This is an optimization exercise on Yosys and OpenROAD, whose aim is a short achievable clock period and few clock cycles, not a production implementation.
At most, simulation tests tie the RTL to the original design; equivalence was not proved.
Power figures rest on the tool's default switching activity, not on a simulated workload.

==> run X <==
## memory_writer
module memory_writer (
    input  logic                                CLK,
    input  logic                                RESET,
    input  mw_pkg::word_t                       s_tdata,
    input  logic                                s_tvalid,
    output logic                                s_tready,
    output mw_pkg::aw_beat_t                    aw,
    output logic                                awvalid,
    input  logic                                awready,
    output logic [2:0]                          awsize,
    output logic [1:0]                          awburst,
    output mw_pkg::w_beat_t                     w,
    output logic                                wvalid,
    input  logic                                wready,
    output logic [mw_pkg::BYTES_PER_WORD-1:0]   wstrb,
    input  logic                                bvalid,
    output logic                                bready,
    input  mw_pkg::mem_cfg_t                    cfg,
    input  logic                                run,
    input  logic                                stop,
    output logic                                status,
    output logic                                done,
    output mw_pkg::bytes_t                      transmitted_bytes,
    output mw_pkg::addr_t                       current_address
);
export LEC_CHECK = 0
export ABC_CLOCK_PERIOD_IN_PS = 2000
export CAP_MARGIN = 20
export CORE_MARGIN = 2
export CORE_UTILIZATION = 55
export SETUP_SLACK_MARGIN = 3.6
export SLEW_MARGIN = 20
create_clock -name core_clock -period 6.0 [get_ports {CLK}]
standard.sh (not shown) runs the stock make flow with config.mk's settings and CLKGATE_MAP_FILE= SYNTH_SCRIPT=/design/flow/synth_recipe.tcl, a recipe that flattens the netlist after the stock synthesis.
==> flow/flow/run.sh <==
#!/bin/bash
# Own layout flow: the standard flow (standard.sh) with two changes to how
# the layout is made:
#  - every port buffer is a sky130_fd_sc_hd__buf_4 rather than the flow's
#    default pick (a delay cell);
#  - the slow many-input OR/NOR/AOI cells are added to the platform's
#    don't-use list, so synthesis and repair build logic from faster cells.
# Registers, their names and cell types are those of the standard synthesis.
# make's full output goes to flow_make.log here; ORFS keeps each step's log
# under orfs/logs/.
set -euo pipefail
PLATFORM_DONT_USE="$(sed -n '/^export DONT_USE_CELLS/,/^#/p' "$FLOW_HOME/platforms/sky130hd/config.mk" \
  | grep -o 'sky130_fd_sc_hd__[a-z0-9_]*' | tr '\n' ' ')"
SLOW=""
for c in $(cat flow/slow_cells.txt); do SLOW="$SLOW $c"; done
bash standard.sh \
  "BUFFER_PORTS_ARGS=-buffer_cell sky130_fd_sc_hd__buf_4" \
  "DONT_USE_CELLS=$PLATFORM_DONT_USE$SLOW" \
  finish > flow_make.log 2>&1
Other scripts of this flow, unchanged in this note and not shown: flow/flow/slow_cells.txt
==> run B (differences from run X) <==
--- a/flow/design.v
+++ b/flow/design.v
@@ -178,46 +178,43 @@
         tp_base    <= therm(page16(cfg_base_w));
         rbig_first <= (cfg.portion_size[31:7] != '0)
                       || (cfg.portion_size[6] && cfg.portion_size[5:0] != '0);
         tr_first   <= ((cfg.portion_size[31:7] != '0)
                        || (cfg.portion_size[6] && cfg.portion_size[5:0] != '0))
                       ? 16'hFFFF
                       : therm(cfg.portion_size[6:2] + 5'(cfg.portion_size[1:0] != 2'b00));
     end
-    logic [DEPTH-1:0][31:0] mem;    
-    logic [DEPTH-1:0] wr_oh;        
-    logic [PTR_W-1:0] rd_ptr;
+    logic [31:0]      mem [0:DEPTH-1];
+    logic [PTR_W-1:0] wr_ptr, rd_ptr;
     logic [DEPTH-1:0] count_t;      
     logic [DEPTH-1:0] count_t_nx;
     logic             wne_q;        
     logic             push, pop;
     logic             full_nx;
     assign wne_q = count_t[0];
     assign push = s_tvalid && s_tready;
     always_ff @(posedge CLK) begin
-        for (int i = 0; i < DEPTH; i++) begin
-            if (s_tready && wr_oh[i]) mem[i] <= s_tdata;
-        end
+        if (s_tready) mem[wr_ptr] <= s_tdata;
     end
     localparam logic [2:0] P_IDLE = 3'd0, P_INIT = 3'd1, P_B = 3'd2, P_C = 3'd3,
                            P_A1 = 3'd4, P_A2 = 3'd5;
     logic [2:0]  pst;
     logic [29:0] pa;            
     logic [30:0] pr;            
     logic [24:0] pa_hi_inc;     
     logic [25:0] pr_hi_dec;     
     logic [15:0] tp_q, th_q, tr_q;
     logic [4:0]  pl_q;
     logic        hbig_q, rbig_q;
     logic        pwrap_q, plast_q, pdone;
     logic [5:0]  pa_lo, pr_lo;
     logic [17:0] pick_rem, pick_base, pick_a, pick_i;
-    logic [3:0][4:0] pq_len;
-    logic [3:0]      pq_wrap;
+    logic [4:0]  pq_len  [0:3];
+    logic        pq_wrap [0:3];
     logic [2:0]  pq_w, pq_a, pq_r;
     logic [2:0]  pq_used_a, pq_used_r;
     logic        pq_space;
     assign pq_used_a = pq_w - pq_a;
     assign pq_used_r = pq_w - pq_r;
     assign pq_space  = !pq_used_a[2] && !pq_used_r[2];
     always_comb begin
         hbig_rem  = !(eq_rem || (eqi_rem && le_rem));
@@ -360,17 +357,17 @@
             s_tready   <= 1'b0;
             bready     <= 1'b0;
             stop_seen  <= 1'b0;
             aw_next    <= '0;
             cur        <= '0;
             words_sent <= '0;
             pst        <= P_IDLE;
             pdone      <= 1'b0;
-            wr_oh      <= DEPTH'(1);
+            wr_ptr     <= '0;
             rd_ptr     <= '0;
             count_t    <= '0;
             pq_w       <= '0;
             pq_a       <= '0;
             pq_r       <= '0;
             aw_out     <= '0;
             ws_out     <= '0;
             w_lead     <= 32'h0000_FFFF;
@@ -388,17 +385,17 @@
             if (start) begin
                 cur        <= in_range ? aw_next : cfg_base_w;
                 status     <= 1'b1;
                 bready     <= 1'b1;
                 stop_seen  <= 1'b0;
                 words_sent <= '0;
                 pst        <= P_INIT;
                 pdone      <= 1'b0;
-                wr_oh      <= DEPTH'(1);
+                wr_ptr     <= '0;
                 rd_ptr     <= '0;
                 count_t    <= '0;
                 pq_w       <= '0;
                 pq_a       <= '0;
                 pq_r       <= '0;
                 aw_ok_q    <= 1'b0;
                 hd_ok_q    <= 1'b0;
                 wgo_q      <= 1'b0;
@@ -419,17 +416,17 @@
                         pdone <= plast_q;
                         pst   <= P_C;
                     end
                     P_C:  pst <= P_A1;
                     P_A1: if (!pdone && pq_space) pst <= P_A2;
                     P_A2: pst <= P_B;
                     default: ;
                 endcase
-                if (push) wr_oh <= {wr_oh[DEPTH-2:0], wr_oh[DEPTH-1]};
+                if (push) wr_ptr <= wr_ptr + 1'b1;
                 if (pop)  rd_ptr <= rd_ptr + 1'b1;
                 count_t <= count_t_nx;
                 aw_ok_q <= aw_cond && hd_ok_q && !aw_chg && !aw_blk_q;
                 hd_ok_q <= (pq_w != pq_a) && !aw_chg;
                 if (aw_load) begin
                     awvalid <= 1'b1;
                     pq_a    <= pq_a + 1'b1;
                     aw_next <= aw_nx_q;
==> flow_summary.toml <==
[worst_setup_path]
critical_path_required_ns = 6.66
path_depth = 12

[run_status]
outcome = "timing/DRC/antenna clean"

[global_route]
groute.layer.met3.usage = 0.0557

[logic_synthesis]
post-synth-top-area-fraction = 0.371
yosys-mux-area-fraction = 0.0926
synth_xor_xnor_area_share = 0.0513

[clock_network]
post_cts_resize_count = 561

[route]
met2RoutedLength_um = 72600
routedWlPerCell_um = 24.1

[cells_and_area]
final.signal_buffer_count = 590

[power]
pwr-share-seq = 0.481

[die]
initial_core_util = 0.556
Source of the figures above: run B

==> flow_summary.toml <==
[run_status]
outcome = "timing/DRC/antenna clean"

[timing]
timing_worst_slew_pin_value_ns = 0.942

[global_route]
groute.layer.met3.usage = 0.0538

[logic_synthesis]
synth_area_leader_cell = "sky130_fd_sc_hd__edfxtp_1"
synth-seq-cells = 1235
yosys-mux-area-fraction = 0.104

[cells_and_area]
final.signal_buffer_count = 530

[worst_setup_path]
critical_path_required_ns = 6.58
path_depth = 11

[power]
design_power_total_mw = 19.0

[clock_network]
post_cts_resize_count = 456

[route]
wirelength_met1_um = 60800
routedWlPerCell_um = 22.9
met2RoutedLength_um = 69500
route.antenna.remaining_nets = 0

[die]
initial_core_util = 0.556
Source of the figures above: run X

Testbench counts of run X, summed over its fixed seeds: cycles 82,609.
Function not checked in run B: the RTL went through the layout flow alone.


==> run C <==
==> flow/design.v <==
package mw_pkg;
    typedef logic [32-1:0] addr_t;
    typedef logic [32-1:0] word_t;
    typedef logic [31:0]               bytes_t;
    typedef logic [31:0]               words_t;
    typedef logic [8:0]                beats_t;    
    typedef logic [7:0]                axlen_t;
    localparam int BYTES_PER_WORD = 32 / 8;
    localparam logic [2:0] AXI_AWSIZE = 3'($clog2(BYTES_PER_WORD));
    localparam logic [1:0] AXI_AWBURST_INCR = 2'b01;
    localparam logic [BYTES_PER_WORD-1:0] AXI_WSTRB_ALL = '1;
    typedef struct packed {
        addr_t  base_addr;
        addr_t  high_addr;     
        bytes_t portion_size;
    } mem_cfg_t;
    typedef struct packed {
        addr_t  awaddr;
        axlen_t awlen;
    } aw_beat_t;
    typedef struct packed {
        word_t wdata;
        logic  wlast;
    } w_beat_t;
    typedef struct packed {
        words_t fifo_words;
        words_t remain_words;
        addr_t  cur_addr;
    } plan_in_t;
    typedef enum logic [2:0] {
        IDLE,
        WAIT_DATA,
        PLAN,
        WRITE,
        WAIT_B
    } engine_state_e;
endpackage
`timescale 1ns/10ps
module memory_writer (
    input  logic                                CLK,
    input  logic                                RESET,
    input  mw_pkg::word_t                       s_tdata,
    input  logic                                s_tvalid,
    output logic                                s_tready,
    output mw_pkg::aw_beat_t                    aw,
    output logic                                awvalid,
    input  logic                                awready,
    output logic [2:0]                          awsize,
    output logic [1:0]                          awburst,
    output mw_pkg::w_beat_t                     w,
    output logic                                wvalid,
    input  logic                                wready,
    output logic [mw_pkg::BYTES_PER_WORD-1:0]   wstrb,
    input  logic                                bvalid,
    output logic                                bready,
    input  mw_pkg::mem_cfg_t                    cfg,
    input  logic                                run,
    input  logic                                stop,
    output logic                                status,
    output logic                                done,
    output mw_pkg::bytes_t                      transmitted_bytes,
    output mw_pkg::addr_t                       current_address
);
    localparam int DEPTH = 32;
    localparam int PTR_W = $clog2(DEPTH);
    localparam int CNT_W = $clog2(DEPTH + 1);
    localparam int LIM   = 16;              
    assign awsize  = mw_pkg::AXI_AWSIZE;
    assign awburst = mw_pkg::AXI_AWBURST_INCR;
    assign wstrb   = mw_pkg::AXI_WSTRB_ALL;
    logic        start;
    logic        fin;
    logic        stop_seen;
    logic [29:0] cur;           
    logic [29:0] rem;           
    logic [29:0] base_q, high_q;
    logic [31:0] portion_q;
    logic        in_range;
    logic [29:0] cfg_base_w, cfg_high_w;
    assign start      = run && !status;
    assign cfg_base_w = cfg.base_addr[31:2];
    assign cfg_high_w = cfg.high_addr[31:2];
    assign in_range   = (rem >= cfg_base_w) && (rem < cfg_high_w);
    always_ff @(posedge CLK) begin
        base_q    <= cfg_base_w;
        high_q    <= cfg_high_w;
        portion_q <= cfg.portion_size;
    end
    logic [31:0]      mem [0:DEPTH-1];
    logic [PTR_W-1:0] wr_ptr, rd_ptr;
    logic [CNT_W-1:0] count, count_nx;
    logic             push, pop;
    assign push = s_tvalid && s_tready;
    always_ff @(posedge CLK) begin
        if (s_tready) mem[wr_ptr] <= s_tdata;
    end
    always_comb begin
        count_nx = count;
        case ({push, pop})
            2'b10:   count_nx = count + 1'b1;
            2'b01:   count_nx = count - 1'b1;
            default: count_nx = count;
        endcase
    end
    localparam logic [1:0] P_IDLE = 2'd0, P_INIT = 2'd1, P_A = 2'd2, P_B = 2'd3;
    logic [1:0]  pst;
    logic [29:0] pa;            
    logic [29:0] ph;            
    logic [30:0] pr;            
    logic [29:0] ring;          
    logic [4:0]  pc, hc, rc, pl, pl_q;
    logic        pwrap, pwrap_q;
    logic [29:0] pa_nx;
    logic [29:0] pq_addr [0:3];
    logic [29:0] pq_na   [0:3];
    logic [4:0]  pq_len  [0:3];
    logic [2:0]  pq_w, pq_a, pq_r;
    logic [2:0]  pq_used_a, pq_used_r;
    logic        pq_space;
    assign pq_used_a = pq_w - pq_a;
    assign pq_used_r = pq_w - pq_r;
    assign pq_space  = !pq_used_a[2] && !pq_used_r[2];
    always_comb begin
        pc = (pa[9:4] == 6'h3F) ? (5'd16 - {1'b0, pa[3:0]}) : 5'd16;
        hc = (ph[29:4] == '0) ? {1'b0, ph[3:0]} : 5'd16;
        rc = (pr[30:4] == '0) ? {1'b0, pr[3:0]} : 5'd16;
        pl = pc;
        if (hc < pl) pl = hc;
        if (rc < pl) pl = rc;
        pwrap = (ph[29:5] == '0) && (ph[4:0] == pl);
        pa_nx = pwrap_q ? base_q : pa + 30'(pl_q);
    end
    logic [5:0]  aw_cnt, ws_cnt, b_cnt;    
    logic [5:0]  aw_out, ws_out;
    logic [11:0] avail;                    
    logic        aw_load, w_load, aw_ok, w_ok, w_new;
    logic [4:0]  w_rem;                    
    logic [4:0]  w_len;
    logic [29:0] aw_addr;
    logic [3:0]  aw_len;
    logic [31:0] w_data;
    logic        w_last;
    logic [29:0] words_sent;
    logic        all_planned, quiet;
    assign aw_out = aw_cnt - b_cnt;
    assign ws_out = ws_cnt - b_cnt;
    always_comb begin
        aw_ok   = status && (pq_w != pq_a) && !avail[11] && (avail != '0)
                  && (aw_out < 6'(LIM)) && (!stop_seen || ws_cnt != aw_cnt);
        aw_load = aw_ok && (!awvalid || awready);
        w_new   = (w_rem == '0);
        w_ok    = status && (count != '0)
                  && (!w_new || ((pq_w != pq_r) && (ws_out < 6'(LIM))
                                 && (!stop_seen || aw_cnt != ws_cnt)));
        w_load  = w_ok && (!wvalid || wready);
        pop     = w_load;
        w_len   = w_new ? pq_len[pq_r[1:0]] : w_rem;
        all_planned = (pst == P_A) && (pr == '0) && (pq_w == pq_a) && (pq_w == pq_r);
        quiet   = !awvalid && !wvalid && w_new && (aw_cnt == ws_cnt) && (ws_cnt == b_cnt);
        fin     = status && quiet && (all_planned || stop_seen);
    end
    assign aw.awaddr = {aw_addr, 2'b00};
    assign aw.awlen  = {4'd0, aw_len};
    assign w.wdata   = w_data;
    assign w.wlast   = w_last;
    assign current_address   = {cur, 2'b00};
    assign transmitted_bytes = {words_sent, 2'b00};
    always_ff @(posedge CLK) begin
        if (pst == P_INIT) begin
            pa   <= cur;
            ph   <= high_q - cur;
            pr   <= {1'b0, portion_q[31:2]} + 31'(portion_q[1:0] != 2'b00);
            ring <= high_q - base_q;
        end else if (pst == P_B) begin
            pa <= pa_nx;
            ph <= pwrap_q ? ring : ph - 30'(pl_q);
            pr <= pr - 31'(pl_q);
        end
        if (pst == P_A) begin
            pl_q    <= pl;
            pwrap_q <= pwrap;
        end
        if (pst == P_B) begin
            pq_addr[pq_w[1:0]] <= pa;
            pq_na[pq_w[1:0]]   <= pa_nx;
            pq_len[pq_w[1:0]]  <= pl_q;
        end
        if (aw_load) begin
            aw_addr <= pq_addr[pq_a[1:0]];
            aw_len  <= 4'(pq_len[pq_a[1:0]] - 1'b1);
        end
        if (w_load) begin
            w_data <= mem[rd_ptr];
            w_last <= (w_len == 5'd1);
        end
    end
    always_ff @(posedge CLK) begin
        if (RESET) begin
            status     <= 1'b0;
            done       <= 1'b0;
            s_tready   <= 1'b0;
            bready     <= 1'b0;
            stop_seen  <= 1'b0;
            rem        <= '0;
            cur        <= '0;
            words_sent <= '0;
            pst        <= P_IDLE;
            wr_ptr     <= '0;
            rd_ptr     <= '0;
            count      <= '0;
            pq_w       <= '0;
            pq_a       <= '0;
            pq_r       <= '0;
            aw_cnt     <= '0;
            ws_cnt     <= '0;
            b_cnt      <= '0;
            avail      <= '0;
            awvalid    <= 1'b0;
            wvalid     <= 1'b0;
            w_rem      <= '0;
        end else begin
            done <= 1'b0;
            if (start) begin
                cur        <= in_range ? rem : cfg_base_w;
                status     <= 1'b1;
                bready     <= 1'b1;
                s_tready   <= 1'b1;
                stop_seen  <= 1'b0;
                words_sent <= '0;
                pst        <= P_INIT;
                wr_ptr     <= '0;
                rd_ptr     <= '0;
                count      <= '0;
                pq_w       <= '0;
                pq_a       <= '0;
                pq_r       <= '0;
                avail      <= '0;
            end else begin
                if (fin) begin
                    status <= 1'b0;
                    bready <= 1'b0;
                    done   <= all_planned;
                end
                s_tready <= status && !fin && (count_nx < CNT_W'(DEPTH));
                if (stop && status) stop_seen <= 1'b1;
                case (pst)
                    P_INIT: begin
                        rem <= cur;
                        pst <= P_A;
                    end
                    P_A: if (pr != '0 && pq_space) pst <= P_B;
                    P_B: begin
                        pq_w <= pq_w + 1'b1;
                        pst  <= P_A;
                    end
                    default: ;
                endcase
                if (push) wr_ptr <= wr_ptr + 1'b1;
                if (pop)  rd_ptr <= rd_ptr + 1'b1;
                count <= count_nx;
                if (aw_load) begin
                    awvalid <= 1'b1;
                    pq_a    <= pq_a + 1'b1;
                    aw_cnt  <= aw_cnt + 1'b1;
                    rem     <= pq_na[pq_a[1:0]];
                end else if (awready) begin
                    awvalid <= 1'b0;
                end
                avail <= avail + 12'(push) - (aw_load ? 12'(pq_len[pq_a[1:0]]) : 12'd0);
                if (w_load) begin
                    wvalid <= 1'b1;
                    w_rem  <= w_len - 1'b1;
                    if (w_new) begin
                        pq_r   <= pq_r + 1'b1;
                        ws_cnt <= ws_cnt + 1'b1;
                    end
                end else if (wready) begin
                    wvalid <= 1'b0;
                end
                if (wvalid && wready) words_sent <= words_sent + 1'b1;
                if (bvalid && bready) b_cnt <= b_cnt + 1'b1;
            end
        end
    end
endmodule
==> flow/run.sh <==
#!/bin/bash
# synth_recipe.tcl (not shown) runs the flow's synth.tcl, then flattens the netlist and writes it again
# the make line also repeats each setting of config.mk as NAME=value (left out here)
make -C /OpenROAD-flow-scripts/flow DESIGN_CONFIG=/design/flow/config.mk WORK_HOME=/design/flow/orfs CLKGATE_MAP_FILE= SYNTH_SCRIPT=/design/flow/synth_recipe.tcl finish
==> flow/config.mk <==
export PLATFORM = sky130hd
export DESIGN_NAME = memory_writer
export DESIGN_NICKNAME = memory_writer
export VERILOG_FILES = /design/flow/design.v
export SDC_FILE = /design/flow/constraint.sdc
export NUM_CORES = 4
export LEC_CHECK = 0
export CAP_MARGIN = 20
export CORE_MARGIN = 2
export CORE_UTILIZATION = 40
export SLEW_MARGIN = 20
==> flow/constraint.sdc <==
create_clock -name core_clock -period 6.0 [get_ports {CLK}]
set_input_delay 1.2000 -clock core_clock [delete_from_list [all_inputs] [get_ports {CLK}]]
set_output_delay 1.2000 -clock core_clock [all_outputs]
set_load 0.01 [all_outputs]
==> run H: changes against run C <==
--- a/flow/design.v
+++ b/flow/design.v
@@ -63,3 +63,3 @@
 );
-    localparam int DEPTH = 32;
+    localparam int DEPTH = 16;
     localparam int PTR_W = $clog2(DEPTH);
@@ -144,7 +144,9 @@
     logic        all_planned, quiet;
+    logic [5:0]  w_lead;                   
     assign aw_out = aw_cnt - b_cnt;
     assign ws_out = ws_cnt - b_cnt;
+    assign w_lead = ws_cnt - aw_cnt;
     always_comb begin
         aw_ok   = status && (pq_w != pq_a) && !avail[11] && (avail != '0)
-                  && (aw_out < 6'(LIM)) && (!stop_seen || ws_cnt != aw_cnt);
+                  && (aw_out < 6'(LIM)) && (!stop_seen || (w_lead != '0 && !w_lead[5]));
         aw_load = aw_ok && (!awvalid || awready);
@@ -153,3 +155,3 @@
                   && (!w_new || ((pq_w != pq_r) && (ws_out < 6'(LIM))
-                                 && (!stop_seen || aw_cnt != ws_cnt)));
+                                 && (!stop_seen || w_lead[5])));
         w_load  = w_ok && (!wvalid || wready);
--- a/flow/config.mk
+++ b/flow/config.mk
@@ -7,5 +7,7 @@
 export LEC_CHECK = 0
+export ABC_CLOCK_PERIOD_IN_PS = 2000
 export CAP_MARGIN = 20
 export CORE_MARGIN = 2
-export CORE_UTILIZATION = 40
+export CORE_UTILIZATION = 55
+export SETUP_SLACK_MARGIN = 3.6
 export SLEW_MARGIN = 20
==> comparison <==
- Of run C and run H, run C has the higher via count (gap about 9%, measured against run H).
- Against run H, the synthesized cell count of run C is higher by 10%.
- In run C the maximum frequency is larger than in run H, by about 0.7%.
- Against run H, the register-to-register slack of run C is better by 0.04 ns.
- Against run C, the clock skew of run H is lower by 0.032 ns.
No functional check of the RTL was part of any run of this note.

port drivers added, routing unchanged:
The flow's constraints put no driver on any port. The routed layouts listed below were extracted and timed again, unchanged, in two steps. Step 1 sets driving cells, clkbuf_16 on the clock port and buf_2 on the other inputs (assumed; they add their load-dependent delay and slew). Step 2, shift: input delay + t, output delay - t, t = (earliest + latest rising clock arrival at the registers) / 2. This alone moves slack from input paths to output paths. a / b / c = ideal ports / drivers / drivers and shift; a / b = the first two.
run | t, ns | slack for setup (ns) | hold WS [ns]
run X | 0.804 | 3.354 / 3.361 / 2.557 | 0.435 / 0.435 / 0.435
run B | 0.816 | 3.432 / 3.449 / 2.633 | 0.456 / 0.456 / 0.456
run C | 0.888 | 0.408 / 0.408 / 0.408 | 0.503 / 0.503 / 0.503
run H | 0.816 | 0.367 / 0.367 / 0.367 | 0.479 / 0.479 / 0.479
After both steps every run listed still meets setup and hold. The setup slack of run B, which loses most, moves by +0.017 ns with the drivers and by -0.799 ns with both steps.
